Source: an optimization exercise on an open RTL-to-GDS flow (aim: small area and a short achievable clock period). Production flows keep margins and buffers that such runs may drop. At most, simulation tests tie the RTL to the original design; equivalence was not proved. Function not checked in run 5: the RTL went through the layout flow alone. Power figures rest on the tool's default switching activity, not on a simulated workload.

[flow/run.sh]
#!/bin/bash
# synth_recipe.tcl (not shown) runs the flow's synth.tcl, then flattens the netlist and writes it again
# the make line also repeats each setting of config.mk as NAME=value (left out here)
make -C /OpenROAD-flow-scripts/flow DESIGN_CONFIG=/design/flow/config.mk WORK_HOME=/design/flow/orfs CLKGATE_MAP_FILE= SYNTH_SCRIPT=/design/flow/synth_recipe.tcl finish
[flow/config.mk]
export PLATFORM = sky130hd
export DESIGN_NAME = pool2x2_stream
export DESIGN_NICKNAME = pool2x2_stream
export VERILOG_FILES = /design/flow/design.v
export SDC_FILE = /design/flow/constraint.sdc
export NUM_CORES = 4
export LEC_CHECK = 0
export CAP_MARGIN = 20
export CORE_MARGIN = 2
export CORE_UTILIZATION = 55
export CTS_CLUSTER_DIAMETER = 100
export CTS_CLUSTER_SIZE = 28
export PLACE_DENSITY_LB_ADDON = 0.2
export SETUP_SLACK_MARGIN = 2.9
export SLEW_MARGIN = 20
export SYNTH_HIERARCHICAL = 1
export SYNTH_MINIMUM_KEEP_SIZE = 0
[flow/constraint.sdc]
create_clock -name core_clock -period 5.3 [get_ports {pclk}]
set_input_delay 1.0600 -clock core_clock [delete_from_list [all_inputs] [get_ports {pclk}]]
set_output_delay 1.0600 -clock core_clock [all_outputs]
set_load 0.01 [all_outputs]
[flow/design.v]
module pool2x2_stream #(
    parameter int DATA_W   = 16,
    parameter int MAX_COLS = 256,
    parameter int DIM_W    = 9
) (
    input  logic                     pclk,
    input  logic                     rst,
    input  logic [DIM_W-1:0]         cfg_cols,
    input  logic [DIM_W-1:0]         cfg_rows,
    input  logic                     cfg_avg,
    input  logic                     in_valid,
    input  logic                     in_sof,
    input  logic signed [DATA_W-1:0] in_data,
    output logic                     out_valid,
    output logic signed [DATA_W-1:0] out_data,
    output logic                     out_eol,
    output logic                     out_eof,
    output logic                     cfg_err
);
    localparam int DEPTH = 128;                   
    localparam logic [DIM_W:0] MAX_COLS_W = (DIM_W+1)'(MAX_COLS);
    logic                     ok_q, avg_q, err_q;
    logic [DIM_W-1:0]         cols_q, rows_q;
    logic [DIM_W-1:0]         crem_q, rrem_q;     
    logic                     c_odd_q, c_last_q, c_eol_q, c0_q, c1_q;
    logic                     r_odd_q, r_last_q, r_eof_q;
    logic [3:0]               dg0_q, dg1_q, dg2_q;  
    logic                     dg3_q;
    logic                     out_vld_q, out_eol_q, out_eof_q;
    logic signed [DATA_W-1:0] out_dat_q;
    logic signed [DATA_W+1:0] t_q;                
    logic signed [DATA_W:0]   b_q;                
    logic signed [DATA_W:0]   sr [DEPTH];
    logic signed [DATA_W:0]   so [5];             
    localparam logic [76:0] TAP = {7'd127, 7'd63, 7'd47, 7'd31, 7'd15, 7'd11, 7'd7,
                                   7'd3, 7'd2, 7'd1, 7'd0};
    logic [3:0]               sel1;
    logic [6:0]               sel2;
    logic [9:0]               sel3;
    logic [10:0]              sel4;
    logic                     sof, acc, cfg_legal, shift;
    logic [6:0]               len;
    logic signed [DATA_W+1:0] inx, t_new;
    logic signed [DATA_W:0]   h, b_new;
    logic signed [DATA_W-1:0] o;
    logic signed [DATA_W-1:0] t16, b16;
    logic signed [DATA_W+1:0] r_sum, t_sum;
    logic [1:0]               r_gt, t_gt;            
    pool2x2_stream_addr #(.W(DATA_W+2)) add_r (.a(t_q), .b(inx), .s(r_sum));
    pool2x2_stream_addr #(.W(DATA_W+2)) add_t (.a((DATA_W+2)'(b_q)), .b(inx), .s(t_sum));
    pool2x2_stream_gtr  #(.W(DATA_W), .N(2)) gt_r (.a(DATA_W'(t_q)), .b(in_data), .gt(r_gt));
    pool2x2_stream_gtr  #(.W(DATA_W), .N(2)) gt_t (.a(DATA_W'(b_q)), .b(in_data), .gt(t_gt));
    pool2x2_stream_selr #(.W(DATA_W))  sel_r (.avg(avg_q), .w0(!r_odd_q), .sum(r_sum), .gt(r_gt),
                                              .a(DATA_W'(t_q)), .x(in_data), .so(so[4]), .h(h),
                                              .o(o), .bn(b_new));
    pool2x2_stream_selt #(.W(DATA_W))  sel_t (.avg(avg_q), .use_x(in_sof || !r_odd_q), .sum(t_sum),
                                              .gt(t_gt), .a(DATA_W'(b_q)), .x(in_data), .y(t_new));
    assign cfg_legal = (|cfg_cols[DIM_W-1:1]) && (|cfg_rows[DIM_W-1:1]) &&
                       ({1'b0, cfg_cols} <= MAX_COLS_W);
    always_comb begin
        sof   = in_valid && in_sof;
        len   = 7'((cfg_cols >> 1) - DIM_W'(1));
        acc   = in_valid && !in_sof;
        shift = acc && (r_odd_q ? (!c_odd_q && !c_last_q) : c_odd_q);
        inx   = (DATA_W+2)'(in_data);
        t16   = DATA_W'(t_q);
        b16   = DATA_W'(b_q);
        sel1 = dg0_q;
        sel2 = {dg1_q[3:1], sel1 & {4{dg1_q[0]}}};
        sel3 = {dg2_q[3:1], sel2 & {7{dg2_q[0]}}};
        sel4 = {dg3_q, sel3 & {10{!dg3_q}}};
        so[0] = sr[0];
        so[1] = '0;
        so[2] = '0;
        so[3] = '0;
        so[4] = '0;
        for (int c = 0; c < 11; c++) begin
            if (c < 4)  so[1] = so[1] | (sr[TAP[7*c +: 7]] & {(DATA_W+1){sel1[c]}});
            if (c < 7)  so[2] = so[2] | (sr[TAP[7*c +: 7]] & {(DATA_W+1){sel2[c]}});
            if (c < 10) so[3] = so[3] | (sr[TAP[7*c +: 7]] & {(DATA_W+1){sel3[c]}});
            so[4] = so[4] | (sr[TAP[7*c +: 7]] & {(DATA_W+1){sel4[c]}});
        end
    end
    always_ff @(posedge pclk or posedge rst) begin
        if (rst) begin
            ok_q      <= 1'b0;
            err_q     <= 1'b0;
            out_vld_q <= 1'b0;
        end else begin
            out_vld_q <= acc && ok_q && c_odd_q && r_odd_q;
            if (sof) begin
                ok_q  <= cfg_legal;
                err_q <= !cfg_legal;
            end
        end
    end
    always_ff @(posedge pclk) begin
        if (sof) begin
            avg_q    <= cfg_avg;
            dg0_q    <= 4'b1 << len[1:0];
            dg1_q    <= 4'b1 << len[3:2];
            dg2_q    <= 4'b1 << len[5:4];
            dg3_q    <= len[6];
            cols_q   <= cfg_cols;
            rows_q   <= cfg_rows;
            crem_q   <= cfg_cols - DIM_W'(1);
            c_odd_q  <= 1'b1;
            c_last_q <= cfg_cols == DIM_W'(2);
            c_eol_q  <= cfg_cols[DIM_W-1:2] == '0;
            c0_q     <= 1'b0;
            c1_q     <= 1'b1;
            rrem_q   <= cfg_rows;
            r_odd_q  <= 1'b0;
            r_last_q <= 1'b0;
        end else if (acc) begin
            c1_q <= c0_q;
            if (c_last_q) begin
                crem_q   <= cols_q;
                c_odd_q  <= 1'b0;
                c_last_q <= 1'b0;
                c0_q     <= 1'b1;
                if (r_last_q) begin
                    rrem_q   <= rows_q;
                    r_odd_q  <= 1'b0;
                    r_last_q <= 1'b0;
                end else begin
                    rrem_q   <= rrem_q - DIM_W'(1);
                    r_odd_q  <= !r_odd_q;
                    r_last_q <= rrem_q == DIM_W'(2);
                    r_eof_q  <= rrem_q[DIM_W-1:2] == '0;
                end
            end else begin
                crem_q   <= crem_q - DIM_W'(1);
                c_odd_q  <= !c_odd_q;
                c_last_q <= crem_q == DIM_W'(2);
                c_eol_q  <= crem_q[DIM_W-1:2] == '0;
                c0_q     <= 1'b0;
            end
        end
    end
    always_ff @(posedge pclk) begin
        out_dat_q <= o;
        out_eol_q <= c_eol_q;
        out_eof_q <= c_eol_q && r_eof_q;
        if (sof || (in_valid && !c_odd_q)) begin
            t_q <= t_new;
        end
        if (acc && c_odd_q && (r_odd_q || c1_q)) begin
            b_q <= b_new;
        end
    end
    always_ff @(posedge pclk) begin
        if (shift) begin
            sr[0] <= h;
            for (int k = 1; k < DEPTH; k++) begin
                sr[k] <= (k == 1 || k == 4 || k == 16 || k == 64) ? so[k == 1 ? 0 : k == 4 ? 1 : k == 16 ? 2 : 3]
                                                                  : sr[k-1];
            end
        end
    end
    assign out_valid = out_vld_q;
    assign out_data  = out_dat_q;
    assign out_eol   = out_eol_q;
    assign out_eof   = out_eof_q;
    assign cfg_err   = err_q;
endmodule
module pool2x2_stream_selt #(
    parameter int W = 16
) (
    input  logic                avg,
    input  logic                use_x,
    input  logic signed [W+1:0] sum,
    input  logic [1:0]          gt,
    input  logic signed [W-1:0] a,
    input  logic signed [W-1:0] x,
    output logic signed [W+1:0] y
);
    logic [W+1:0] ge;
    assign ge = {{(W+2-9){gt[1]}}, {9{gt[0]}}};
    for (genvar i = 0; i < W + 2; i++) begin : bit_
        assign y[i] = use_x ? ((i < W) ? x[i < W ? i : W-1] : x[W-1])
                            : (avg ? sum[i] : (ge[i] ? ((i < W) ? a[i < W ? i : W-1] : a[W-1])
                                                     : ((i < W) ? x[i < W ? i : W-1] : x[W-1])));
    end
endmodule
module pool2x2_stream_selr #(
    parameter int W = 16
) (
    input  logic                avg,
    input  logic                w0,
    input  logic signed [W+1:0] sum,
    input  logic [1:0]          gt,
    input  logic signed [W-1:0] a,
    input  logic signed [W-1:0] x,
    input  logic signed [W:0]   so,
    output logic signed [W:0]   h,
    output logic signed [W-1:0] o,
    output logic signed [W:0]   bn
);
    logic signed [W-1:0] m;
    logic        [W-1:0] ge;
    assign ge = {{(W-8){gt[1]}}, {8{gt[0]}}};
    assign m  = (ge & a) | (~ge & x);
    assign h  = avg ? sum[W:0] : (W+1)'(m);
    assign o  = avg ? sum[W+1:2] : m;
    assign bn = w0 ? h : so;
endmodule
module pool2x2_stream_and #(
    parameter int W = 18
) (
    input  logic [W-1:0] a,
    input  logic [W-1:0] b,
    output logic [W-1:0] y
);
    assign y = a & b;
endmodule
module pool2x2_stream_xor #(
    parameter int W = 18
) (
    input  logic [W-1:0] a,
    input  logic [W-1:0] b,
    output logic [W-1:0] y
);
    assign y = a ^ b;
endmodule
module pool2x2_stream_pfx1 #(
    parameter int W = 16
) (
    input  logic [W-1:0] p,
    input  logic [W-1:0] g,
    output logic         c
);
    logic [W-1:0] cc;
    pool2x2_stream_pfx #(.W(W)) pfx (.p(p), .g(g), .c(cc));
    assign c = cc[W-1];
endmodule
module pool2x2_stream_addr #(
    parameter int W = 18
) (
    input  logic [W-1:0] a,
    input  logic [W-1:0] b,
    output logic [W-1:0] s
);
    logic [W-1:0] p, g, c;
    pool2x2_stream_xor #(.W(W)) px (.a(a), .b(b), .y(p));
    pool2x2_stream_and #(.W(W)) gx (.a(a), .b(b), .y(g));
    pool2x2_stream_pfx #(.W(W)) cx (.p(p), .g(g), .c(c));
    assign s = p ^ {c[W-2:0], 1'b0};
endmodule
module pool2x2_stream_gtr #(
    parameter int W = 16,
    parameter int N = 1
) (
    input  logic [W-1:0] a,
    input  logic [W-1:0] b,
    output logic [N-1:0] gt
);
    logic [W-1:0] ua, nb, p, g;
    assign ua = {~a[W-1], a[W-2:0]};
    assign nb = {b[W-1], ~b[W-2:0]};
    pool2x2_stream_xor  #(.W(W)) px (.a(ua), .b(nb), .y(p));
    pool2x2_stream_and  #(.W(W)) gx (.a(ua), .b(nb), .y(g));
    for (genvar i = 0; i < N; i++) begin : cx
        pool2x2_stream_pfx1 #(.W(W)) t (.p(p), .g(g), .c(gt[i]));
    end
endmodule
module pool2x2_stream_pfx #(
    parameter int W = 18
) (
    input  logic [W-1:0] p,
    input  logic [W-1:0] g,
    output logic [W-1:0] c
);
    always_comb begin
        logic [W-1:0] gg, pp, gn, pn;
        gg = g;
        pp = p;
        for (int w = 1; w < W; w = w * 2) begin
            gn = gg;
            pn = pp;
            for (int i = w; i < W; i++) begin
                gn[i] = gg[i] | (pp[i] & gg[i-w]);
                pn[i] = pp[i] & pp[i-w];
            end
            gg = gn;
            pp = pn;
        end
        c = gg;
    end
endmodule
==> run notes, run 1 <==
- Worst path cell trace: xor2_4 > and3_4 > a31oi_4 > a211oi_4 > or2_4 > a311o_1 > xor2_1 > and3b_1 > a211oi_2
- GPL Wtd Cong: 0.806
- Clock Sink Count: 2290
- Max-Cap Viols: 0
- Sw frac: 21.3%
- Setup CP Type: flip-flop to flip-flop
- I/O Buffers: 58
- Cell Int Power: 25.5 mW
- IO Pins: 59
- CTS max path bufs: 3
- Post-Route Hold Slack: 0.409 ns
- Cells after synthesis: 3307
- Pleak: 26.7 nW
- P_sw: 6.91 mW
- RSZ-0062 raised after global routing: true
- Vias: 30100
- Standard-cell rows: 135
- TritonRoute pass-1 iters: 7
- Power per cell area: 390 nW/um2
- Clock power share: 25.6%
- CTS root buf: clkbuf_16
- Tmin final: 2.62 ns
- Ant diodes: 0
- M1 GR Usage: 24.4%
- Initial antenna violation count: 0
- Post-CTS Hold Buffers: 0
- DRC errors left: 0
- Layout Area Growth over Synthesis: 10.4%
- GR Util All Layers: 16.3%
- Post-Syn Nets: 3355
- Max Fanout on Critical Path: 5
- Power Total: 32.4 mW
- Layout fillers: 9217
- Worst-path clk slew: 0.11 ns
- TritonCTS clock tree: yes
- Mean post-synth cell area: 22.8 um2
- Core box area: 136000 um2
- Num CTS Buffers: 93
- Post-Syn Area: 75400 um2
- Max stage delay on crit path: 0.52 ns
- Later-pin clock latency in the skew report: 0.73 ns
- HP Start: c_eol_q
- Max_slew headroom: 41.8%
- Layout Nets: 3612
- Layout cells sized above 1: 14.8%
- Met2 Track Usage GR: 25.7%
- Global-route wire length before repair: 176000 um
- Critical Path Start: t_q[4]
- Worst setup SP type: flip-flop
- Chip Width: 374 um
- Largest net degree at the start of global routing: 90
- H-tree levels: 3
- Worst Max-Slew Pin Slew: 0.872 ns
- Outcome: timing/DRC/antenna clean
- DR WL/cell: 21.7 um
- Setup TNS: 0 ns
- Global route hottest layer: met2
- Clock skew: 0.0251 ns
- Synthesis warning total: 13
- GRT met3 Usage: 2.48%
- FF-to-FF Start: t_q[4]
- Gate power share: 6.9%
- Flop pwr share: 67.4%
- Crit share post-route: 49.4%
- Max VDD drop: 0.000325 V
- F_max: 382 MHz
- Vias in the first global route: 29300
- Grt ovf: 0
- Final setup violation count: 0
- Initial core utilization: 55.5%
- CP Capture Type: flip-flop
- Die height: 374 um
- Post-route ant nets: 0
- Worst path arrival time: 3.09 ns
- Final hold violation count: 0
- CP max-delay cell: edfxtp_1
- Worst hold path class: flip-flop to flip-flop
- Total Routed Length: 117000 um
- WP data required: 5.77 ns
- Drt via density: 5.59
- Pins Over Slew Limit: 0
- 1st-iter DRT viols: 3083
- Die area: 140000 um2
- Dpl hpwl: 65700 um
## power groups by stage
stage	logic (mW)	clock network, mW	registers [mW]
CTS	2.15	8.69	21.9
global route	2.45	9.24	22.0
global placement	1.88	0	22.3
detailed placement	1.96	0	22.3
finish	2.25	8.32	21.9
floorplan	1.27	0	23.7
## cells in the final DEF, fill, tap and decap left out, types with 32 or more instances in the layout
master	instances
clkbuf_16	99
and2_1	66
a21oi_1	44
buf_4	120
nand2_1	66
a21o_1	32
buf_12	33
inv_1	64
nor2_1	75
edfxtp_1	2264
xor2_1	80
a21oi_2	32
## what timing repair did
action                                   CTS  global route
endpoints found under the setup margin  2346           659
gates cloned                               0             5
setup buffers                             68            20
gates resized for setup                  295            76
pin swaps                                 48            55
## stage by stage
step / instance area (um2) / setup slack, ns / std cells / utilization, %
after floorplan: 75400 / -28.44 / 3307 / -
after global placement: 78900 / 1.07 / 5157 / 58.1
after detailed placement: 78900 / 0.978 / 5157 / 58.1
after CTS: 82600 / 2.72 / 5354 / 60.8
after global routing: 83200 / 2.60 / 5379 / 61.3
final: 83200 / 2.68 / 5379 / 61.3
## per-layer routing
metal | up-vias | wire length (um) | part of all wire (%)
met5 | - | 0 | 0
met3 | 136 | 4700 | 4.0
met4 | 0 | 2210 | 1.9
li1 | 13500 | - | -
met2 | 642 | 55400 | 47
met1 | 15800 | 54600 | 47
## flip-flops by register name, summed over array words and instances (netlist names), 4 cells and up
register / count
cols_q: 9
sr: 2176
rows_q: 9
out_dat_q: 16
rrem_q: 9
dg2_q: 4
dg1_q: 4
dg0_q: 4
b_q: 17
crem_q: 9
t_q: 18
## worst max-delay path: cells and delay by family (launching register included)
| kind | cells | cell delay [ns] |
|---|---|---|
| and+or+nand+nor | 3 | 0.70 |
| xor gates and xnor gates | 2 | 0.42 |
| AOI/OAI and AO/OA | 4 | 0.71 |
| DFF | 1 | 0.52 |
## area by class of cell
cell class / count / area (um2) / share of cell area, %
sequential: 2290 / 68500 / 82.3
clock buffer: 117 / 2440 / 2.93
multi-input combinational: 876 / 7160 / 8.60
tap: 1781 / 2230 / 2.68
inverter: 73 / 284 / 0.341
clock inverter: 12 / 184 / 0.221
timing repair buffer: 230 / 2420 / 2.90
## worst paths after layout
check / endpoint / slack [ns] / cells past startpoint
worst min-delay path: out_eol_q / 0.41 / 0
max in group asynchronous: ok_q / 4.66 / 2
worst min register to register: out_eol_q / 0.41 / 0
min in group asynchronous: err_q / 0.51 / 2
worst max-delay path: b_q[11] / 2.68 / 9
worst max register to register: b_q[11] / 2.68 / 9
==> inputs of run 2 (changes only) <==
--- a/flow/config.mk
+++ b/flow/config.mk
@@ -12,5 +12,5 @@
 export CTS_CLUSTER_SIZE = 28
 export PLACE_DENSITY_LB_ADDON = 0.2
-export SETUP_SLACK_MARGIN = 2.9
+export SETUP_SLACK_MARGIN = 2.6
 export SLEW_MARGIN = 20
 export SYNTH_HIERARCHICAL = 1
==> run notes, run 2 <==
- Worst Max-Slew Pin Slew: 1.10 ns (+0.231 ns)
- Biggest regs: sr x2176, t_q x18, b_q x17
- Worst path cell trace: buf_2 > xor2_2 > and3_4 > a31oi_4 > a21oi_1 > o21ai_2 > a31oi_1 > xor2_1 > and3b_1 > a211oi_1
- F_max: 373 MHz (-2.4%)
- Chip Width: 374 um (unchanged)
- Vias: 29700 (-1.3%)
- Post-route ant nets: 0 (unchanged)
- Final core occ: 60.6% (-0.73 points)
- Synthesis warning total: 13 (unchanged)
- Drt via density: 5.57 (-0.38%)
- Max stage delay on crit path: 0.27 ns (-0.25 ns)
- Crit path depth: 10 (+1)
- Standard-cell rows: 135 (unchanged)
- 1st-iter DRT viols: 2978 (-3.4%)
- Critical Path Start: in_data[3]
- CP max-delay cell: a21oi_1
- Pins Over Slew Limit: 0 (unchanged)
- Die area: 140000 um2 (unchanged)
- Layout fillers: 9316 (+1.1%)
- Clock skew: 0.0291 ns (+0.00398 ns)
- Layout cells sized above 1: 11.0% (-3.9 points)
- Total placed cells including tap cells: 5157 (unchanged)
- Final hold violation count: 0 (unchanged)
- I/O Buffers: 58 (unchanged)
- Initial core utilization: 55.5% (unchanged)
- GPL Wtd Cong: 0.806 (unchanged)
- R2R Path End: b_q[16]
- Outcome: timing/DRC/antenna clean
- Pleak: 26.3 nW (-1.4%)
- H-tree levels: 3 (unchanged)
- Die height: 374 um (unchanged)
- Setup CP Type: input port to flip-flop
- CTS max path bufs: 3 (unchanged)
- Grt ovf: 0 (unchanged)
- Critical path's top delay family: compound AO/OA/AOI/OAI gates
- Bufs and invs on worst path: 1 (+1)
- DR WL/cell: 21.6 um (-0.56%)
- Tmin final: 2.68 ns (+0.0633 ns)
- Worst path arrival time: 3.24 ns (+0.15 ns)
- Worst Reg-to-Reg Cells: 9 (unchanged)
- Core box area: 136000 um2 (unchanged)
- Final cell count without fillers: 5330 (-0.91%)
- Crit share post-route: 50.6% (+1.2 points)
- FF+latch area: 68500 um2 (about the same)
- Max VDD drop: 0.000325 V (about the same)
- Reg with most FFs: sr
- Vias in the first global route: 29000 (-1.1%)
- Post-Syn Nets: 3355 (unchanged)
- Clock Sink Count: 2290 (unchanged)
- Later-pin clock latency in the skew report: 0.73 ns (about the same)
- End of the critical path: b_q[16]
- Mean post-synth cell area: 22.8 um2 (unchanged)
- Layout Nets: 3563 (-1.4%)
- Largest net degree at the start of global routing: 90 (unchanged)
- Max-Cap Viols: 0 (unchanged)
- Max Fanout on Critical Path: 8 (+3)
- Commonest non-fill, non-tap cell in the layout: edfxtp_1
- Area taken by multi-input logic gates: 6760 um2 (-5.6%)
- Max_slew headroom: 26.4% (-15 points)
- Worst-path clk slew: 0.11 ns (about the same)
- Setup TNS: 0 ns (unchanged)
- Post-Syn Area: 75400 um2 (unchanged)
- Cells after synthesis: 3307 (unchanged)
- Final setup violation count: 0 (unchanged)
- RSZ-0062 raised after global routing: true
- GR Util All Layers: 16.2% (-0.15 points)
- Power per cell area: 392 nW/um2 (+0.61%)
- Dpl hpwl: 65700 um (unchanged)
- TritonRoute pass-1 iters: 6 (-1)
- Worst setup SP type: input port
- Reg-to-reg slack, setup: 2.65 ns (-0.03 ns)
- FF-to-FF Start: t_q[4]
- Ant diodes: 0 (unchanged)
- Global-route wire length before repair: 175000 um (-0.87%)
- Total Routed Length: 115000 um (-1.5%)
- Flip-flop count of the largest register after layout: 2176 (unchanged)
- Most frequent cells in the layout: 2264 x edfxtp_1, 94 x clkbuf_16, 93 x xor2_1
- CP Capture Type: flip-flop
- Layout Area Growth over Synthesis: 9.04%
- DRC errors left: 0 (unchanged)
- Num CTS Buffers: 93 (unchanged)
- IO Pins: 59 (unchanged)
- Worst hold path class: flip-flop to flip-flop
- TritonCTS clock tree: yes
- CTS root buf: clkbuf_16
- Initial antenna violation count: 0 (unchanged)
- WP data required: 5.86 ns (+0.09 ns)
[run 2: area by class of cell]
class	instances	area share, %
flip-flops and latches	2290	83.3
multi-input cells	876	8.21
clock buffers	117	2.96
well taps	1781	2.71
repair buffers	181	2.25
inverters	73	0.341
clock inverters	12	0.224
[run 2: per-stage QoR]
step                      cell area (um2)  worst slack, ns  hold slack, ns  power (mW)
after floorplan                     75400           -28.44           0.340        25.0
after global placement              78900             1.07           0.370        24.2
after detailed placement            78900            0.978           0.374        24.2
after CTS                           81900             2.60           0.405        32.6
after global routing                82300             2.54           0.420        33.5
final                               82300             2.62           0.414        32.3
[run 2: how the worst min path moves through the flow]
stage | from | to | slack [ns] | depth (start not counted)
2_1_floorplan | c_eol_q | out_eol_q | 0.34 | 0
3_3_place_gp | c_eol_q | out_eol_q | 0.37 | 0
4_1_cts | c_eol_q | out_eol_q | 0.40 | 0
6_report | c_eol_q | out_eol_q | 0.41 | 0
5_1_grt | sr[56][15] | sr[57][15] | 0.42 | 0
3_5_place_dp | c_eol_q | out_eol_q | 0.37 | 0
[run 2: worst reg2reg max path: cells and delay by family, from the launching register on]
kind | cells | cell delay, ns
and+or+nand+nor | 2 | 0.40
DFF | 1 | 0.52
AOI/OAI and AO/OA | 5 | 1.08
xor gates and xnor gates | 2 | 0.48
[run 2: repair_timing]
action,CTS,global route
resized for setup,111,72
setup buffers,28,16
hold buffers,0,0
cloned,0,0
pin swaps,15,25
endpoints found under the setup margin,2312,347
[run 2: where the power goes]
part,switching [mW],leakage (nW),internal [mW]
Sequential,0.457,21.0,21.4
Clock,4.99,1.27,3.32
Combinational,1.39,4.03,0.663
[run 2: per-layer routing]
metal	GRT usage (%)	up-vias	part of all wire [%]	wire (um)
li1	-	13400	-	-
met1	24.4	15600	47	54200
met2	25.3	559	47	54100
met3	2.51	134	4.0	4620
met4	3.68	0	1.9	2150
met5	0	-	0	0
==> inputs of run 3 (changes only) <==
--- a/flow/config.mk
+++ b/flow/config.mk
@@ -12,5 +12,5 @@
 export CTS_CLUSTER_SIZE = 28
 export PLACE_DENSITY_LB_ADDON = 0.2
-export SETUP_SLACK_MARGIN = 2.6
+export SETUP_SLACK_MARGIN = 2.7
 export SLEW_MARGIN = 20
 export SYNTH_HIERARCHICAL = 1
==> run notes, run 3 <==
- Outcome: timing/DRC/antenna clean
- Bufs and invs on worst path: 0 (-1)
- Core box area: 136000 um2 (unchanged)
- Tmin final: 2.64 ns (-0.0428 ns)
- Ant diodes: 0 (unchanged)
- Drt via density: 5.58 (+0.14%)
- TritonRoute pass-1 iters: 6 (unchanged)
- Post-Syn Nets: 3355 (unchanged)
- GPL Wtd Cong: 0.806 (unchanged)
- Power per cell area: 391 nW/um2 (-0.25%)
- IO Pins: 59 (unchanged)
- TritonCTS clock tree: yes
- Total Routed Length: 115000 um (about the same)
- RSZ-0062 raised after global routing: true
- Layout Nets: 3573 (+0.28%)
- Max Fanout on Critical Path: 5 (-3)
- Largest net degree at the start of global routing: 90 (unchanged)
- Worst Max-Slew Pin Slew: 1.10 ns (-0.00108 ns)
- Initial antenna violation count: 0 (unchanged)
- Layout cells sized above 1: 11.9% (+0.92 points)
- Final core occ: 60.8% (+0.21 points)
- Post-route ant nets: 0 (unchanged)
- Crit share post-route: 49.8% (-0.81 points)
- Setup CP Type: flip-flop to flip-flop
- End of the critical path: b_q[11]
- Cells after synthesis: 3307 (unchanged)
- Worst path cell trace: xor2_2 > a21o_4 > a31oi_4 > a211oi_4 > or2_4 > a311o_1 > xor2_1 > and3b_1 > a211oi_2
- Max_slew headroom: 26.5% (+0.072 points)
- PnR worst setup slack: 2.66 ns (+0.0428 ns)
- Clock skew: 0.0277 ns (-0.00137 ns)
- H-tree levels: 3 (unchanged)
- GR Util All Layers: 16.2% (+0.072 points)
- Reg with most FFs: sr
- Die height: 374 um (unchanged)
- Grt ovf: 0 (unchanged)
- Crit path depth: 9 (-1)
- Most frequent cells in the layout: 2264 x edfxtp_1, 94 x clkbuf_16, 94 x buf_4
- F_max: 379 MHz (+1.6%)
- Post-CTS Hold Buffers: 0 (unchanged)
- Final setup violation count: 0 (unchanged)
- Critical path's top delay family: compound AO/OA/AOI/OAI gates
- Max-Cap Viols: 0 (unchanged)
- Pins Over Slew Limit: 0 (unchanged)
- Worst-path clk slew: 0.11 ns (about the same)
- Standard-cell rows: 135 (unchanged)
- Final hold violation count: 0 (unchanged)
- Critical Path Start: t_q[1]
- Post-Syn Area: 75400 um2 (unchanged)
- WP data required: 5.77 ns (-0.09 ns)
- DRC errors left: 0 (unchanged)
- Layout Area Growth over Synthesis: 9.43%
- Vias in the first global route: 29000 (+0.23%)
- Clock Sink Count: 2290 (unchanged)
- Initial core utilization: 55.5% (unchanged)
- DP Worst Slack: 0.978 ns (unchanged)
- Global-route wire length before repair: 175000 um (+0.34%)
- I/O Buffers: 58 (unchanged)
- Post-Route Hold Slack: 0.413 ns (-0.00121 ns)
- Num CTS Buffers: 93 (unchanged)
- Max stage delay on crit path: 0.51 ns (+0.24 ns)
- Worst setup SP type: flip-flop
- CTS root buf: clkbuf_16
- CP max-delay cell: edfxtp_1
- Worst Reg-to-Reg Cells: 9 (unchanged)
- Power Total: 32.3 mW (+0.10%)
- Reg-to-reg slack, setup: 2.66 ns (about the same)
- FF-to-FF Start: t_q[1]
- Worst hold path class: flip-flop to flip-flop
- Setup TNS: 0 ns (unchanged)
- R2R Path End: b_q[11]
- Biggest regs: sr x2176, t_q x18, b_q x17
- Max VDD drop: 0.000325 V (about the same)
- Die area: 140000 um2 (unchanged)
- Dpl hpwl: 65700 um (unchanged)
- Worst path arrival time: 3.11 ns (-0.13 ns)
- CTS max path bufs: 3 (unchanged)
- Flip-flop count of the largest register after layout: 2176 (unchanged)
- 1st-iter DRT viols: 2992 (+0.47%)
- Synthesis warning total: 13 (unchanged)
- Vias: 29800 (+0.32%)
- CP Capture Type: flip-flop
- Later-pin clock latency in the skew report: 0.73 ns (about the same)
- Mean post-synth cell area: 22.8 um2 (unchanged)
- Commonest non-fill, non-tap cell in the layout: edfxtp_1
- Chip Width: 374 um (unchanged)
- DR WL/cell: 21.6 um (about the same)
- Pleak: 26.4 nW (+0.38%)
==> run 3: worst reg2reg max path, stage by stage (launching register included) <==
cell and delay (ns):
edfxtp_1 0.51, xor2_2 0.23, a21o_4 0.23, a31oi_4 0.28
a211oi_4 0.13, or2_4 0.25, a311o_1 0.28, xor2_1 0.17
and3b_1 0.26, a211oi_2 0.04
==> run 3: layer usage <==
layer,vias to the layer above,wire (um),global-route usage [%]
li1,13400,-,-
met1,15600,54000,24.5
met2,601,54400,25.4
met3,139,4670,2.49
met4,0,2200,3.74
met5,-,0,0
==> run 3: final cells by class <==
type | count | area [um2]
Sequential cell | 2290 | 68500
Clock buffer | 117 | 2440
Inverter | 73 | 278
Multi-Input combinational cell | 876 | 6920
Clock inverter | 12 | 184
Fill cell | 9280 | 53300
Timing Repair Buffer | 191 | 1970
Tap cell | 1781 | 2230
==> run 3: how the worst min path moves through the flow <==
stage,depth (start not counted),from,slack (ns),to
after floorplan,0,c_eol_q,0.34,out_eol_q
after global placement,0,c_eol_q,0.37,out_eol_q
after detailed placement,0,c_eol_q,0.37,out_eol_q
after CTS,0,c_eol_q,0.40,out_eol_q
after global routing,0,sr[56][15],0.42,sr[57][15]
final,0,sr[69][16],0.41,sr[70][16]
==> run 3: power by group <==
part / internal [mW] / total, mW / leakage [nW] / switching (mW)
Clock: 3.32 / 8.31 / 1.27 / 4.98
Sequential: 21.4 / 21.9 / 21.0 / 0.452
Combinational: 0.687 / 2.10 / 4.13 / 1.41
Total: 25.4 / 32.3 / 26.4 / 6.85
==> run 3: through the flow <==
| stage | instances | area, um2 |
|---|---|---|
| 2_1_floorplan | 3307 | 75400 |
| 3_3_place_gp | 5157 | 78900 |
| 3_5_place_dp | 5157 | 78900 |
| 4_1_cts | 5330 | 82200 |
| 5_1_grt | 5340 | 82500 |
| 6_report | 5340 | 82500 |
==> run 3: what timing repair did <==
action                                 in CTS  in global routing
pin swaps                                  30                 18
resized for setup                         153                 71
setup endpoints to repair                2317                785
endpoints found under the hold margin       0                  0
setup buffers                              44                 10
==> inputs of run 4 (changes only) <==
--- a/flow/config.mk
+++ b/flow/config.mk
@@ -8,5 +8,5 @@
 export CAP_MARGIN = 20
 export CORE_MARGIN = 2
-export CORE_UTILIZATION = 55
+export CORE_UTILIZATION = 60
 export CTS_CLUSTER_DIAMETER = 100
 export CTS_CLUSTER_SIZE = 28
==> run notes, run 4 <==
- R2R Path End: t_q[11]
- Global-route wire length before repair: 168000 um (-4.4%)
- Post-Syn Nets: 3355 (unchanged)
- Final core occ: 65.8% (+5.0 points)
- Later-pin clock latency in the skew report: 0.72 ns (about the same)
- Post-Syn Area: 75400 um2 (unchanged)
- CTS root buf: clkbuf_16
- Layout Nets: 3551 (-0.62%)
- M1 GR Usage: 26.4% (+1.9 points)
- Most frequent cells in the layout: 2264 x edfxtp_1, 100 x clkbuf_16, 85 x xor2_1
- Tmin final: 2.66 ns (+0.0181 ns)
- Layout cells sized above 1: 11.3% (-0.57 points)
- Layout fillers: 7967 (-14%)
- Finished Cell Area: 82400 um2 (-0.14%)
- Met2 Track Usage GR: 26.7% (+1.3 points)
- Worst Reg-to-Reg Cells: 8 (-1)
- Total placed cells including tap cells: 4998 (-3.1%)
- Num CTS Buffers: 93 (unchanged)
- Biggest regs: sr x2176, t_q x18, b_q x17
- F_max: 377 MHz (-0.68%)
- Reg-to-reg slack, setup: 2.70 ns (+0.04 ns)
- Ant diodes: 0 (unchanged)
- Outcome: timing/DRC/antenna clean
- Commonest non-fill, non-tap cell in the layout: edfxtp_1
- Initial core utilization: 60.2% (+4.7 points)
- TritonRoute pass-1 iters: 5 (-1)
- Die height: 359 um (-4.2%)
- Max VDD drop: 0.000293 V (-9.8%)
- Pins Over Slew Limit: 0 (unchanged)
- Worst path arrival time: 3.11 ns (about the same)
- Dpl hpwl: 62600 um (-4.8%)
- Cells after synthesis: 3307 (unchanged)
- Pleak: 26.4 nW (about the same)
- Layout Area Growth over Synthesis: 9.28%
- Clock Sink Count: 2290 (unchanged)
- Worst hold path class: flip-flop to flip-flop
- Crit share post-route: 50.1% (+0.34 points)
- DRC errors left: 0 (unchanged)
- Setup CP Type: input port to flip-flop
- H-tree levels: 3 (unchanged)
- CP Capture Type: flip-flop
- Post-Route Hold Slack: 0.392 ns (-0.0204 ns)
- Hold worst-path end: out_eol_q
- Max_slew headroom: 33.1% (+6.6 points)
- Clock skew: 0.0291 ns (+0.00136 ns)
- Grt ovf: 0 (unchanged)
- GRT met3 Usage: 2.23% (-0.26 points)
- Chip Width: 359 um (-4.2%)
- Die area: 129000 um2 (-8.2%)
- IO Pins: 59 (unchanged)
- Max-Cap Viols: 0 (unchanged)
- Power per cell area: 392 nW/um2 (+0.17%)
- Flip-flop count of the largest register after layout: 2176 (unchanged)
- Final hold violation count: 0 (unchanged)
- Max Fanout on Critical Path: 8 (+3)
- Final cell count without fillers: 5185 (-2.9%)
- Post-DP Area: 78300 um2 (-0.68%)
- Vias: 29500 (-0.95%)
- 1st-iter DRT viols: 2953 (-1.3%)
- WHS Path Cells: 0 (unchanged)
- Drt via density: 5.69 (+2.0%)
- FF-to-FF Start: b_q[4]
- Post-route ant nets: 0 (unchanged)
- Total Routed Length: 112000 um (-2.4%)
- HP Start: c_eol_q
- I/O Buffers: 58 (unchanged)
- GR Util All Layers: 17.1% (+0.88 points)
- Standard-cell rows: 130 (-3.7%)
- Mean post-synth cell area: 22.8 um2 (unchanged)
- CTS max path bufs: 3 (unchanged)
- Reg with most FFs: sr
- Vias in the first global route: 28200 (-2.7%)
- GPL Wtd Cong: 0.823 (+2.1%)
- WP data required: 5.76 ns (about the same)
- Final setup violation count: 0 (unchanged)
- Largest net degree at the start of global routing: 164 (+82%)
- TritonCTS clock tree: yes
- Global route hottest layer: met2
- Worst-path clk slew: 0.11 ns (about the same)
- DR WL/cell: 21.7 um (+0.56%)
- Worst setup SP type: input port
- Synthesis warning total: 13 (unchanged)
- Core box area: 125000 um2 (-7.8%)
- Setup TNS: 0 ns (unchanged)
- Post-CTS Hold Buffers: 0 (unchanged)
- Initial antenna violation count: 3 (+3)
- RSZ-0062 raised after global routing: true
- Worst Max-Slew Pin Slew: 1.00 ns (-0.102 ns)
[run 4: per-stage QoR]
step           power (mW)  setup slack (ns)
5_1_grt              33.5              2.58
3_3_place_gp         24.1              1.21
4_1_cts              32.5              2.65
6_report             32.3              2.64
2_1_floorplan        25.0            -28.44
3_5_place_dp         24.2              1.09
[run 4: worst max path at each step]
stage	start	end	slack (ns)	depth (start not counted)
finish	in_data[8]	t_q[17]	2.64	9
global route	in_data[8]	t_q[17]	2.58	9
CTS	b_q[1]	t_q[15]	2.65	9
detailed placement	in_data[4]	b_q[15]	1.09	10
global placement	in_data[4]	b_q[15]	1.21	10
floorplan	in_sof	sr[0][0]	-28.44	2
[run 4: routing by layer]
metal  share of wire [%]  up-vias
met4                 1.7        0
met2                  47      667
li1                    -    13300
met1                  47    15400
met3                 4.5      115
met5                   0        -
[run 4: area by class of cell]
class	count	area (um2)	area share [%]
inverters	73	278	0.337
repair buffers	169	2040	2.48
flip-flops and latches	2290	68500	83.1
well taps	1650	2060	2.50
clock buffers	117	2460	2.98
multi-input cells	876	6880	8.34
clock inverters	10	186	0.226
[run 4: critical path, stage by stage]
cell	delay [ns]
clkbuf_4	0.20
inv_1	0.10
xor2_2	0.32
and3_2	0.23
and4_1	0.19
a21o_1	0.15
a31o_4	0.20
or4b_4	0.51
o221a_2	0.14
[run 4: repair_timing]
item / CTS / global route
endpoints found under the setup margin: 2224 / 945
setup buffers: 34 / 15
cloned: 6 / 5
gates resized for setup: 160 / 109
pin swaps: 18 / 33
[run 4: report_power, final]
part / switching [mW] / internal (mW) / total (mW)
Combinational: 1.39 / 0.701 / 2.09
Clock: 4.92 / 3.40 / 8.32
Sequential: 0.461 / 21.4 / 21.9
Total: 6.77 / 25.5 / 32.3
==> inputs of run 5 (changes only) <==
--- a/flow/design.v
+++ b/flow/design.v
@@ -231,45 +231,4 @@
     output logic         c
 );
-    logic [W-1:0] cc;
-    pool2x2_stream_pfx #(.W(W)) pfx (.p(p), .g(g), .c(cc));
-    assign c = cc[W-1];
-endmodule
-module pool2x2_stream_addr #(
-    parameter int W = 18
-) (
-    input  logic [W-1:0] a,
-    input  logic [W-1:0] b,
-    output logic [W-1:0] s
-);
-    logic [W-1:0] p, g, c;
-    pool2x2_stream_xor #(.W(W)) px (.a(a), .b(b), .y(p));
-    pool2x2_stream_and #(.W(W)) gx (.a(a), .b(b), .y(g));
-    pool2x2_stream_pfx #(.W(W)) cx (.p(p), .g(g), .c(c));
-    assign s = p ^ {c[W-2:0], 1'b0};
-endmodule
-module pool2x2_stream_gtr #(
-    parameter int W = 16,
-    parameter int N = 1
-) (
-    input  logic [W-1:0] a,
-    input  logic [W-1:0] b,
-    output logic [N-1:0] gt
-);
-    logic [W-1:0] ua, nb, p, g;
-    assign ua = {~a[W-1], a[W-2:0]};
-    assign nb = {b[W-1], ~b[W-2:0]};
-    pool2x2_stream_xor  #(.W(W)) px (.a(ua), .b(nb), .y(p));
-    pool2x2_stream_and  #(.W(W)) gx (.a(ua), .b(nb), .y(g));
-    for (genvar i = 0; i < N; i++) begin : cx
-        pool2x2_stream_pfx1 #(.W(W)) t (.p(p), .g(g), .c(gt[i]));
-    end
-endmodule
-module pool2x2_stream_pfx #(
-    parameter int W = 18
-) (
-    input  logic [W-1:0] p,
-    input  logic [W-1:0] g,
-    output logic [W-1:0] c
-);
     always_comb begin
         logic [W-1:0] gg, pp, gn, pn;
@@ -286,4 +245,58 @@
             pp = pn;
         end
+        c = gg[W-1];
+    end
+endmodule
+module pool2x2_stream_addr #(
+    parameter int W = 18
+) (
+    input  logic [W-1:0] a,
+    input  logic [W-1:0] b,
+    output logic [W-1:0] s
+);
+    logic [W-1:0] p, g, c;
+    pool2x2_stream_xor #(.W(W)) px (.a(a), .b(b), .y(p));
+    pool2x2_stream_and #(.W(W)) gx (.a(a), .b(b), .y(g));
+    pool2x2_stream_pfx #(.W(W)) cx (.p(p), .g(g), .c(c));
+    assign s = p ^ {c[W-2:0], 1'b0};
+endmodule
+module pool2x2_stream_gtr #(
+    parameter int W = 16,
+    parameter int N = 1
+) (
+    input  logic [W-1:0] a,
+    input  logic [W-1:0] b,
+    output logic [N-1:0] gt
+);
+    logic [W-1:0] ua, nb, p, g;
+    assign ua = {~a[W-1], a[W-2:0]};
+    assign nb = {b[W-1], ~b[W-2:0]};
+    pool2x2_stream_xor  #(.W(W)) px (.a(ua), .b(nb), .y(p));
+    pool2x2_stream_and  #(.W(W)) gx (.a(ua), .b(nb), .y(g));
+    for (genvar i = 0; i < N; i++) begin : cx
+        pool2x2_stream_pfx1 #(.W(W)) t (.p(p), .g(g), .c(gt[i]));
+    end
+endmodule
+module pool2x2_stream_pfx #(
+    parameter int W = 18
+) (
+    input  logic [W-1:0] p,
+    input  logic [W-1:0] g,
+    output logic [W-1:0] c
+);
+    always_comb begin
+        logic [W-1:0] gg, pp, gn, pn;
+        gg = g;
+        pp = p;
+        for (int w = 1; w < W; w = w * 2) begin
+            gn = gg;
+            pn = pp;
+            for (int i = w; i < W; i++) begin
+                gn[i] = gg[i] | (pp[i] & gg[i-w]);
+                pn[i] = pp[i] & pp[i-w];
+            end
+            gg = gn;
+            pp = pn;
+        end
         c = gg;
     end
--- a/flow/config.mk
+++ b/flow/config.mk
@@ -8,9 +8,9 @@
 export CAP_MARGIN = 20
 export CORE_MARGIN = 2
-export CORE_UTILIZATION = 60
+export CORE_UTILIZATION = 55
 export CTS_CLUSTER_DIAMETER = 100
 export CTS_CLUSTER_SIZE = 28
 export PLACE_DENSITY_LB_ADDON = 0.2
-export SETUP_SLACK_MARGIN = 2.7
+export SETUP_SLACK_MARGIN = 2.9
 export SLEW_MARGIN = 20
 export SYNTH_HIERARCHICAL = 1
==> run notes, run 5 <==
- Initial core utilization: 55.6% (-4.6 points)
- Final hold violation count: 0 (unchanged)
- Total Routed Length: 117000 um (+3.8%)
- Post-route ant nets: 0 (unchanged)
- Commonest non-fill, non-tap cell in the layout: edfxtp_1
- Max Fanout on Critical Path: 8 (unchanged)
- I/O Buffers: 58 (unchanged)
- Layout Area Growth over Synthesis: 11.1%
- Die area: 140000 um2 (+9.1%)
- CP Capture Type: flip-flop
- Layout cells sized above 1: 15.2% (+3.8 points)
- Worst path arrival time: 3.04 ns (-0.07 ns)
- Worst setup SP type: input port
- Cells after synthesis: 3306 (-0.030%)
- Later-pin clock latency in the skew report: 0.74 ns (+0.02 ns)
- Synthesis warning total: 13 (unchanged)
- Worst Max-Slew Pin Slew: 1.03 ns (+0.0338 ns)
- F_max: 384 MHz (+2.0%)
- Clock skew: 0.0362 ns (+0.00715 ns)
- Num CTS Buffers: 93 (unchanged)
- Dpl hpwl: 66600 um (+6.4%)
- TritonCTS clock tree: yes
- Setup TNS: 0 ns (unchanged)
- Crit share post-route: 49.1% (-1.0 points)
- Post-Syn Area: 75500 um2 (about the same)
- Setup CP Type: input port to flip-flop
- Die height: 374 um (+4.4%)
- Max_slew headroom: 31.0% (-2.0 points)
- Global-route wire length before repair: 175000 um (+4.4%)
- Pins Over Slew Limit: 0 (unchanged)
- Flip-flop count of the largest register after layout: 2176 (unchanged)
- Worst hold path class: flip-flop to flip-flop
- Max VDD drop: 0.000265 V (-9.5%)
- Outcome: timing/DRC/antenna clean
- Layout Nets: 3668 (+3.3%)
- WP data required: 5.74 ns (-0.02 ns)
- Worst-path clk slew: 0.11 ns (about the same)
- TritonRoute pass-1 iters: 6 (+1)
- Reg with most FFs: sr
- Most frequent cells in the layout: 2264 x edfxtp_1, 159 x buf_4, 96 x clkbuf_16
- Critical Path Start: in_data[4]
- Vias in the first global route: 29400 (+4.0%)
- Total placed cells including tap cells: 5186 (+3.8%)
- RSZ-0062 raised after global routing: true
- Max-Cap Viols: 0 (unchanged)
- HP Start: c_eol_q
- Grt ovf: 0 (unchanged)
- Final setup violation count: 0 (unchanged)
- Power per cell area: 373 nW/um2 (-4.9%)
- Vias: 30200 (+2.5%)
- Mean post-synth cell area: 22.8 um2 (about the same)
- IO Pins: 59 (unchanged)
- GPL Wtd Cong: 0.806 (-2.0%)
- GR Util All Layers: 16.3% (-0.80 points)
- CTS max path bufs: 3 (unchanged)
- FF-to-FF Start: t_q[5]
- 1st-iter DRT viols: 3017 (+2.2%)
- Core box area: 136000 um2 (+8.4%)
- DRC errors left: 0 (unchanged)
- Chip Width: 374 um (+4.4%)
- Post-Syn Nets: 3354 (-0.030%)
- Tmin final: 2.60 ns (-0.0529 ns)
- CTS root buf: clkbuf_16
- Standard-cell rows: 135 (+3.8%)
- Initial antenna violation count: 6 (+3)
- Clock Sink Count: 2290 (unchanged)
- Final cell count without fillers: 5418 (+4.5%)
- Drt via density: 5.58 (-1.9%)
- Pleak: 27.0 nW (+2.4%)
- Largest net degree at the start of global routing: 110 (-33%)
- Biggest regs: sr x2176, t_q x18, b_q x17
- DR WL/cell: 21.6 um (-0.63%)
- H-tree levels: 3 (unchanged)
- Post-CTS Hold Buffers: 0 (unchanged)
- Post-Route Hold Slack: 0.385 ns (-0.00754 ns)
## run 5: path summary, 6_finish.rpt
path / endpoint / slack [ns] / cells past startpoint
max: sr[0][11] / 2.70 / 10
min: out_eol_q / 0.38 / 0
max reg2reg: sr[0][11] / 2.71 / 9
min reg2reg: out_eol_q / 0.38 / 0
max in group asynchronous: ok_q / 4.69 / 2
min in group asynchronous: err_q / 0.48 / 2
## run 5: cell type report
class | count | area, um2
clock inverter | 12 | 224
multi-input combinational | 875 | 7050
clock buffer | 97 | 2340
tap | 1781 | 2230
inverter | 76 | 292
fill | 9143 | 51900
sequential | 2290 | 68500
timing repair buffer | 284 | 3200
antenna | 3 | 7.51
## run 5: worst max-delay path, cell delays in order
cell and delay, ns:
clkbuf_4 0.20, xor2_4 0.22, and3_2 0.24, o21ai_4 0.21, a211oi_2 0.12, or2_4 0.26
a311o_1 0.28, xor2_1 0.17, nor2b_1 0.20, a21oi_1 0.07
## run 5: what timing repair did
item	CTS	global route
setup endpoints to repair	899	525
hold endpoints to repair	0	0
buffers inserted	73	35
gates resized for setup	293	62
gates cloned	9	3
pin swaps	43	21
## run 5: per-stage QoR
| step | area [um2] | total power [mW] | utilization [%] | worst slack, ns |
|---|---|---|---|---|
| after detailed placement | 79300 | 23.1 | 58.4 | 0.891 |
| after global placement | 79200 | 23.1 | 58.3 | 1.00 |
| final | 83900 | 31.3 | 61.8 | 2.70 |
| after CTS | 83200 | 31.5 | 61.3 | 2.74 |
| after floorplan | 75500 | 23.5 | - | -28.48 |
| after global routing | 83900 | 32.4 | 61.8 | 2.61 |
## run 5: report_power, final
group / total [mW] / switching, mW / internal (mW)
Sequential: 21.2 / 0.331 / 20.9
Combinational: 1.80 / 1.12 / 0.678
Clock: 8.24 / 4.99 / 3.25
Total: 31.3 / 6.44 / 24.8
## run 5: routing by layer
| layer | routed length [um] | GRT usage (%) | up-vias |
|---|---|---|---|
| met5 | 34 | 0 | - |
| met4 | 3480 | 5.29 | 6 |
| met3 | 5620 | 2.67 | 182 |
| met2 | 53400 | 24.7 | 712 |
| met1 | 54300 | 24.6 | 15700 |
| li1 | - | - | 13600 |
==> inputs of run 6 (changes only) <==
--- a/flow/design.v
+++ b/flow/design.v
@@ -225,5 +225,5 @@
 endmodule
 module pool2x2_stream_pfx1 #(
-    parameter int W = 16
+    parameter int W = 16                          
 ) (
     input  logic [W-1:0] p,
@@ -231,19 +231,31 @@
     output logic         c
 );
-    always_comb begin
-        logic [W-1:0] gg, pp, gn, pn;
-        gg = g;
-        pp = p;
-        for (int w = 1; w < W; w = w * 2) begin
-            gn = gg;
-            pn = pp;
-            for (int i = w; i < W; i++) begin
-                gn[i] = gg[i] | (pp[i] & gg[i-w]);
-                pn[i] = pp[i] & pp[i-w];
-            end
-            gg = gn;
-            pp = pn;
+    localparam int L = $clog2(W);
+    logic [W-1:0] gg [L+1];
+    logic [W-1:0] pp [L+1];
+    assign gg[0] = g;
+    assign pp[0] = p;
+    for (genvar l = 0; l < L; l++) begin : lvl
+        localparam int N = W >> (l + 1);
+        pool2x2_stream_red #(.N(N)) u (.gi(gg[l][2*N-1:0]), .pi(pp[l][2*N-1:0]),
+                                       .go(gg[l+1][N-1:0]), .po(pp[l+1][N-1:0]));
+        if (N < W) begin : pad
+            assign gg[l+1][W-1:N] = '0;
+            assign pp[l+1][W-1:N] = '0;
         end
-        c = gg[W-1];
+    end
+    assign c = gg[L][0];
+endmodule
+module pool2x2_stream_red #(
+    parameter int N = 8
+) (
+    input  logic [2*N-1:0] gi,
+    input  logic [2*N-1:0] pi,
+    output logic [N-1:0]   go,
+    output logic [N-1:0]   po
+);
+    for (genvar i = 0; i < N; i++) begin : grp
+        assign go[i] = gi[2*i+1] | (pi[2*i+1] & gi[2*i]);
+        assign po[i] = pi[2*i+1] & pi[2*i];
     end
 endmodule
@@ -285,19 +297,31 @@
     output logic [W-1:0] c
 );
-    always_comb begin
-        logic [W-1:0] gg, pp, gn, pn;
-        gg = g;
-        pp = p;
-        for (int w = 1; w < W; w = w * 2) begin
-            gn = gg;
-            pn = pp;
-            for (int i = w; i < W; i++) begin
-                gn[i] = gg[i] | (pp[i] & gg[i-w]);
-                pn[i] = pp[i] & pp[i-w];
-            end
-            gg = gn;
-            pp = pn;
+    localparam int L = $clog2(W);
+    logic [W-1:0] gg [L+1];
+    logic [W-1:0] pp [L+1];
+    assign gg[0] = g;
+    assign pp[0] = p;
+    for (genvar l = 0; l < L; l++) begin : lvl
+        pool2x2_stream_pfxl #(.W(W), .D(2**l)) u (.gi(gg[l]), .pi(pp[l]), .go(gg[l+1]), .po(pp[l+1]));
+    end
+    assign c = gg[L];
+endmodule
+module pool2x2_stream_pfxl #(
+    parameter int W = 18,
+    parameter int D = 1
+) (
+    input  logic [W-1:0] gi,
+    input  logic [W-1:0] pi,
+    output logic [W-1:0] go,
+    output logic [W-1:0] po
+);
+    for (genvar i = 0; i < W; i++) begin : bit_
+        if (i >= D) begin : comb
+            assign go[i] = gi[i] | (pi[i] & gi[i-D]);
+            assign po[i] = pi[i] & pi[i-D];
+        end else begin : pass
+            assign go[i] = gi[i];
+            assign po[i] = pi[i];
         end
-        c = gg;
     end
 endmodule
==> run notes, run 6 <==
- Outcome: timing/DRC/antenna clean
- Clock skew: 0.0466 ns (+0.0103 ns)
- Crit share post-route: 46.9% (-2.2 points)
- RSZ-0062 raised after global routing: true
- Worst-path clk slew: 0.11 ns (about the same)
- Cells after synthesis: 3446 (+4.2%)
- Layout cells sized above 1: 13.3% (-1.8 points)
- Vias: 30100 (-0.32%)
- Die area: 142000 um2 (+1.4%)
- Initial antenna violation count: 1 (-5)
- CP Capture Type: flip-flop
- WHS Path Cells: 0 (unchanged)
- Mean post-synth cell area: 22.2 um2 (-2.7%)
- Post-route ant nets: 0 (unchanged)
- Synthesis warning total: 21 (+8)
- I/O Buffers: 58 (unchanged)
- Clock Sink Count: 2290 (unchanged)
- TritonRoute pass-1 iters: 5 (-1)
- Later-pin clock latency in the skew report: 0.75 ns (about the same)
- Hold worst-path end: out_eol_q
- Setup CP Type: input port to flip-flop
- Pleak: 27.6 nW (+2.3%)
- CTS root buf: clkbuf_16
- WP data required: 5.72 ns (-0.02 ns)
- Biggest regs: sr x2176, t_q x18, b_q x17
- Grt ovf: 0 (unchanged)
- Post-DP Area: 79600 um2 (+0.45%)
- GR Util All Layers: 16.2% (-0.13 points)
- Max Fanout on Critical Path: 62 (+54)
- H-tree levels: 3 (unchanged)
- Max VDD drop: 0.000372 V (+40%)
- Layout Area Growth over Synthesis: 9.42%
- Commonest non-fill, non-tap cell in the layout: edfxtp_1
- Worst Reg-to-Reg Cells: 8 (-1)
- Initial core utilization: 55.5% (about the same)
- Layout Nets: 3683 (+0.41%)
- Total Routed Length: 118000 um (+1.0%)
- Die height: 377 um (+0.70%)
- Max_slew headroom: 54.5% (+23 points)
- TritonCTS clock tree: yes
- Reg with most FFs: sr
- Most frequent cells in the layout: 2264 x edfxtp_1, 165 x a21o_1, 165 x and2_1
- Post-Syn Nets: 3494 (+4.2%)
- Worst hold path class: flip-flop to flip-flop
- Pins Over Slew Limit: 0 (unchanged)
- Num CTS Buffers: 92 (-1.1%)
- FF-to-FF Start: b_q[6]
- Chip Width: 377 um (+0.70%)
- DR WL/cell: 21.6 um (+0.41%)
- Worst Max-Slew Pin Slew: 0.683 ns (-0.350 ns)
- 1st-iter DRT viols: 2872 (-4.8%)
- Final cell count without fillers: 5450 (+0.59%)
- GPL Wtd Cong: 0.832 (+3.3%)
- Max-Cap Viols: 0 (unchanged)
- Power Total: 32.4 mW (+3.7%)
- F_max: 403 MHz (+4.8%)
- Ant diodes: 0 (-3)
- Final hold violation count: 0 (unchanged)
- Flip-flop count of the largest register after layout: 2176 (unchanged)
- Dpl hpwl: 68600 um (+3.1%)
- DRC errors left: 0 (unchanged)
- IO Pins: 59 (unchanged)
- Total placed cells including tap cells: 5246 (+1.2%)
- Setup TNS: 0 ns (unchanged)
- Final setup violation count: 0 (unchanged)
- Worst path arrival time: 2.90 ns (-0.14 ns)
- R2R Path End: t_q[17]
- Tmin final: 2.48 ns (-0.119 ns)
- Vias in the first global route: 28500 (-3.0%)
- Core box area: 138000 um2 (+1.5%)
- Global-route wire length before repair: 173000 um (-1.3%)
- Power per cell area: 387 nW/um2 (+3.8%)
- HP Start: c_eol_q
- CTS max path bufs: 3 (unchanged)
- Finished Cell Area: 83800 um2 (-0.15%)
- Post-Syn Area: 76500 um2 (+1.4%)
- Standard-cell rows: 136 (+0.74%)
- DP Worst Slack: 1.21 ns (+0.322 ns)
- Drt via density: 5.53 (-0.91%)
- Largest net degree at the start of global routing: 136 (+24%)
- Reg-to-reg slack, setup: 2.90 ns (+0.19 ns)
- PnR worst setup slack: 2.82 ns (+0.119 ns)
- Worst setup SP type: input port
[run 6: layer usage]
layer | share of wire, % | GRT usage, % | up-vias
li1 | - | - | 13700
met1 | 48 | 25.2 | 15700
met2 | 45 | 24.1 | 613
met3 | 4.5 | 2.59 | 144
met4 | 2.3 | 4.32 | 0
met5 | 0 | 0 | -
[run 6: worst max-delay path by stage]
| stage | from | end | slack, ns | depth (start not counted) |
|---|---|---|---|---|
| 2_1_floorplan | in_sof | sr[0][0] | -28.44 | 2 |
| 3_3_place_gp | in_data[11] | out_dat_q[7] | 1.30 | 9 |
| 3_5_place_dp | in_data[11] | out_dat_q[7] | 1.21 | 9 |
| 4_1_cts | err_q | cfg_err | 2.86 | 1 |
| 5_1_grt | in_valid | sr[55][9] | 2.79 | 7 |
| 6_report | in_valid | sr[57][12] | 2.82 | 7 |
[run 6: area by class of cell]
class,instances,area (um2)
tap,1794,2240
sequential,2290,68500
multi-input combinational,962,7670
timing repair buffer,220,2490
fill,9509,54100
clock buffer,106,2350
clock inverter,9,178
inverter,69,264
[run 6: worst max-delay path, cell delays in order]
cell             delay [ns]
clkdlybuf4s50_1        0.46
buf_4                  0.27
nand2b_4               0.10
nor2_4                 0.13
buf_12                 0.21
buf_12                 0.26
buf_12                 0.32
[run 6: power breakdown]
part	internal (mW)	switching (mW)	total, mW
logic	0.837	1.49	2.32
registers	21.4	0.440	21.9
clock network	3.23	4.98	8.22
[run 6: timing repair]
action / 4_1_cts / 5_1_grt
endpoints found under the setup margin: 2277 / 1280
buffers inserted: 50 / 26
hold buffers: 0 / 0
gates resized for setup: 258 / 101
pin swaps: 31 / 42
cloned: 1 / 11
[run 6: per-stage QoR]
step           hold slack, ns  util (%)
2_1_floorplan           0.340         -
3_3_place_gp            0.366      57.8
3_5_place_dp            0.361      57.8
4_1_cts                 0.387      60.1
5_1_grt                 0.398      60.8
6_report                0.387      60.8
==> inputs of run 7 (changes only) <==
--- a/flow/config.mk
+++ b/flow/config.mk
@@ -12,5 +12,5 @@
 export CTS_CLUSTER_SIZE = 28
 export PLACE_DENSITY_LB_ADDON = 0.2
-export SETUP_SLACK_MARGIN = 2.9
+export SETUP_SLACK_MARGIN = 2.7
 export SLEW_MARGIN = 20
 export SYNTH_HIERARCHICAL = 1
==> run notes, run 7 <==
- Outcome: timing/DRC/antenna clean
- Max Fanout on Critical Path: 8 (-87%)
- Post-Syn Area: 76500 um2 (unchanged)
- Pins Over Slew Limit: 0 (unchanged)
- Max VDD drop: 0.000371 V (about the same)
- Sw frac: 21.3% (-0.063 points)
- Initial core utilization: 55.5% (unchanged)
- R2R Path End: t_q[16]
- Worst path arrival time: 3.11 ns (+0.21 ns)
- Cell Int Power: 25.3 mW (-0.58%)
- Cells after synthesis: 3446 (unchanged)
- Power per cell area: 390 nW/um2 (+0.77%)
- F_max: 386 MHz (-4.2%)
- FF-to-FF Start: b_q[0]
- Gate power share: 6.5% (-0.7 points)
- Clock skew: 0.0467 ns (+0.000185 ns)
- Crit share post-route: 48.9% (+2.0 points)
- Pleak: 27.2 nW (-1.7%)
- Flop pwr share: 67.9% (+0.4 points)
- Layout Area Growth over Synthesis: 7.86%
- DRC errors left: 0 (unchanged)
- Worst Reg-to-Reg Cells: 7 (-1)
- WHS Path Cells: 0 (unchanged)
- Biggest regs: sr x2176, t_q x18, b_q x17
- Setup CP Type: input port to flip-flop
- Grt ovf: 0 (unchanged)
- Worst Max-Slew Pin Slew: 0.906 ns (+0.222 ns)
- Mean post-synth cell area: 22.2 um2 (unchanged)
- Layout fillers: 9619 (+1.2%)
- Vias: 29900 (-0.64%)
- Global-route wire length before repair: 172000 um (-0.57%)
- DR WL/cell: 21.5 um (-0.51%)
- Drt via density: 5.55 (+0.39%)
- Commonest non-fill, non-tap cell in the layout: edfxtp_1
- Worst setup SP type: input port
- I/O Buffers: 58 (unchanged)
- Setup TNS: 0 ns (unchanged)
- GR Util All Layers: 16.1% (-0.091 points)
- Clock Sink Count: 2290 (unchanged)
- Layout Nets: 3627 (-1.5%)
- Most frequent cells in the layout: 2264 x edfxtp_1, 175 x and2_1, 167 x a21o_1
- Post-Syn Nets: 3494 (unchanged)
- Post-Route Hold Slack: 0.391 ns (+0.00342 ns)
- Largest net degree at the start of global routing: 136 (unchanged)
- 1st-iter DRT viols: 2748 (-4.3%)
- Later-pin clock latency in the skew report: 0.76 ns (about the same)
- Power Total: 32.2 mW (-0.66%)
- Initial antenna violation count: 0 (-1)
- Chip Width: 377 um (unchanged)
- Dpl hpwl: 68600 um (unchanged)
- Vias in the first global route: 28300 (-0.66%)
- HP Start: c_eol_q
- Hold worst-path end: out_eol_q
- Post-route ant nets: 0 (unchanged)
- Synthesis warning total: 21 (unchanged)
- CP Capture Type: flip-flop
- Standard-cell rows: 136 (unchanged)
- Final hold violation count: 0 (unchanged)
- Layout cells sized above 1: 8.89% (-4.5 points)
- TritonCTS clock tree: yes
- Max_slew headroom: 39.6% (-15 points)
- Ant diodes: 0 (unchanged)
- Num CTS Buffers: 92 (unchanged)
- CTS root buf: clkbuf_16
- Reg-to-reg slack, setup: 2.84 ns (-0.06 ns)
- Worst-path clk slew: 0.11 ns (about the same)
- Core box area: 138000 um2 (unchanged)
- Worst hold path class: flip-flop to flip-flop
- P_sw: 6.84 mW (-0.95%)
- Tmin final: 2.59 ns (+0.108 ns)
- GPL Wtd Cong: 0.832 (unchanged)
- Total Routed Length: 116000 um (-1.5%)
- Post-CTS Hold Buffers: 0 (unchanged)
- IO Pins: 59 (unchanged)
- RSZ-0062 raised after global routing: true
- Clock power share: 25.6% (+0.2 points)
- WP data required: 5.82 ns (+0.10 ns)
- Final setup violation count: 0 (unchanged)
- Flip-flop count of the largest register after layout: 2176 (unchanged)
- Reg with most FFs: sr
- Die height: 377 um (unchanged)
- CTS max path bufs: 3 (unchanged)
- H-tree levels: 3 (unchanged)
- TritonRoute pass-1 iters: 6 (+1)
- Die area: 142000 um2 (unchanged)
- Max-Cap Viols: 0 (unchanged)
==> run 7: metal layers <==
layer	up-vias	share of wire, %	global-route usage (%)
met3	145	4.4	2.50
met5	-	0	0
met4	0	2.2	4.14
met2	628	45	24.0
li1	13600	-	-
met1	15600	48	25.1
==> run 7: worst max-delay path: stages <==
cell and delay [ns]:
clkdlybuf4s15_2 0.35, inv_1 0.13, xor2_2 0.21, a21o_1 0.18
a21o_1 0.17, a21o_1 0.21, a21o_1 0.22, nor2b_2 0.22
a222oi_1 0.34
==> run 7: stage by stage <==
step	utilization (%)	cells	area [um2]	setup slack, ns
after floorplan	-	3446	76600	-28.44
after global placement	57.8	5245	79600	1.30
after detailed placement	57.8	5246	79600	1.21
after CTS	59.9	5390	82500	2.70
after global routing	59.9	5394	82600	2.68
final	59.9	5394	82600	2.71
==> run 7: power by group through the flow <==
| stage | sequential (mW) | clock (mW) | combinational (mW) |
|---|---|---|---|
| global route | 22.0 | 9.11 | 2.30 |
| CTS | 21.9 | 8.60 | 2.11 |
| detailed placement | 22.3 | 0 | 2.06 |
| global placement | 22.3 | 0 | 2.03 |
| finish | 21.9 | 8.23 | 2.10 |
| floorplan | 23.7 | 0 | 1.42 |
==> run 7: worst max path at each step <==
stage / startpoint / endpoint / cells after the start
6_report: in_data[9] / t_q[5] / 9
2_1_floorplan: in_sof / sr[0][0] / 2
3_5_place_dp: in_data[11] / out_dat_q[7] / 9
3_3_place_gp: in_data[11] / out_dat_q[7] / 9
4_1_cts: in_sof / t_q[3] / 5
5_1_grt: in_data[9] / t_q[6] / 9
==> run 7: cell type report <==
cell class / instances / area (um2) / share of cell area (%)
well taps: 1794 / 2240 / 2.72
clock inverters: 9 / 178 / 0.215
flip-flops and latches: 2290 / 68500 / 83.0
clock buffers: 106 / 2350 / 2.85
repair buffers: 166 / 1860 / 2.25
multi-input cells: 960 / 7140 / 8.64
inverters: 69 / 265 / 0.321
==> run 7: repair_timing <==
action | CTS | global route
setup endpoints to repair | 2120 | 58
buffers inserted | 29 | 4
resized for setup | 90 | 30
pin swaps | 12 | 1

==> port drivers added, routing unchanged <==
No port has a modelled driver above. Below, the same layouts with a new extraction and two added sets of constraints. Step 1, drivers: a clkbuf_16 drives pclk and a buf_2 each remaining input, both assumed. Step 2 times the ports against the registers' clock, not the clock port: input delays grow and output delays shrink by t, the midpoint of the rising clock arrivals with the driver on. Slacks: ideal ports / drivers / drivers and shift; pairs: ideal ports / drivers.
| run | t (ns) | setup WS [ns] | hold WS [ns] | worst setup path at the end | pins driven straight from the clock port |
|---|---|---|---|---|---|
| run 1 | 0.799 | 2.683 / 2.683 / 1.921 | 0.409 / 0.409 / 0.409 | input to register | 1 |
| run 2 | 0.800 | 2.619 / 2.648 / 1.872 | 0.414 / 0.414 / 0.414 | input to register | 1 |
| run 3 | 0.799 | 2.662 / 2.662 / 1.918 | 0.413 / 0.413 / 0.413 | input to register | 1 |
| run 4 | 0.782 | 2.644 / 2.648 / 1.866 | 0.392 / 0.392 / 0.392 | input to register | 1 |
| run 5 | 0.801 | 2.697 / 2.713 / 1.916 | 0.385 / 0.385 / 0.385 | input to register | 1 |
| run 6 | 0.810 | 2.816 / 2.861 / 2.062 | 0.387 / 0.387 / 0.387 | input to register | 1 |
| run 7 | 0.812 | 2.708 / 2.708 / 1.931 | 0.391 / 0.391 / 0.391 | input to register | 1 |
After both steps setup and hold are still met in every run listed. The setup slack of run 5, which loses most, moves by +0.016 ns with the drivers and by -0.781 ns with both steps.
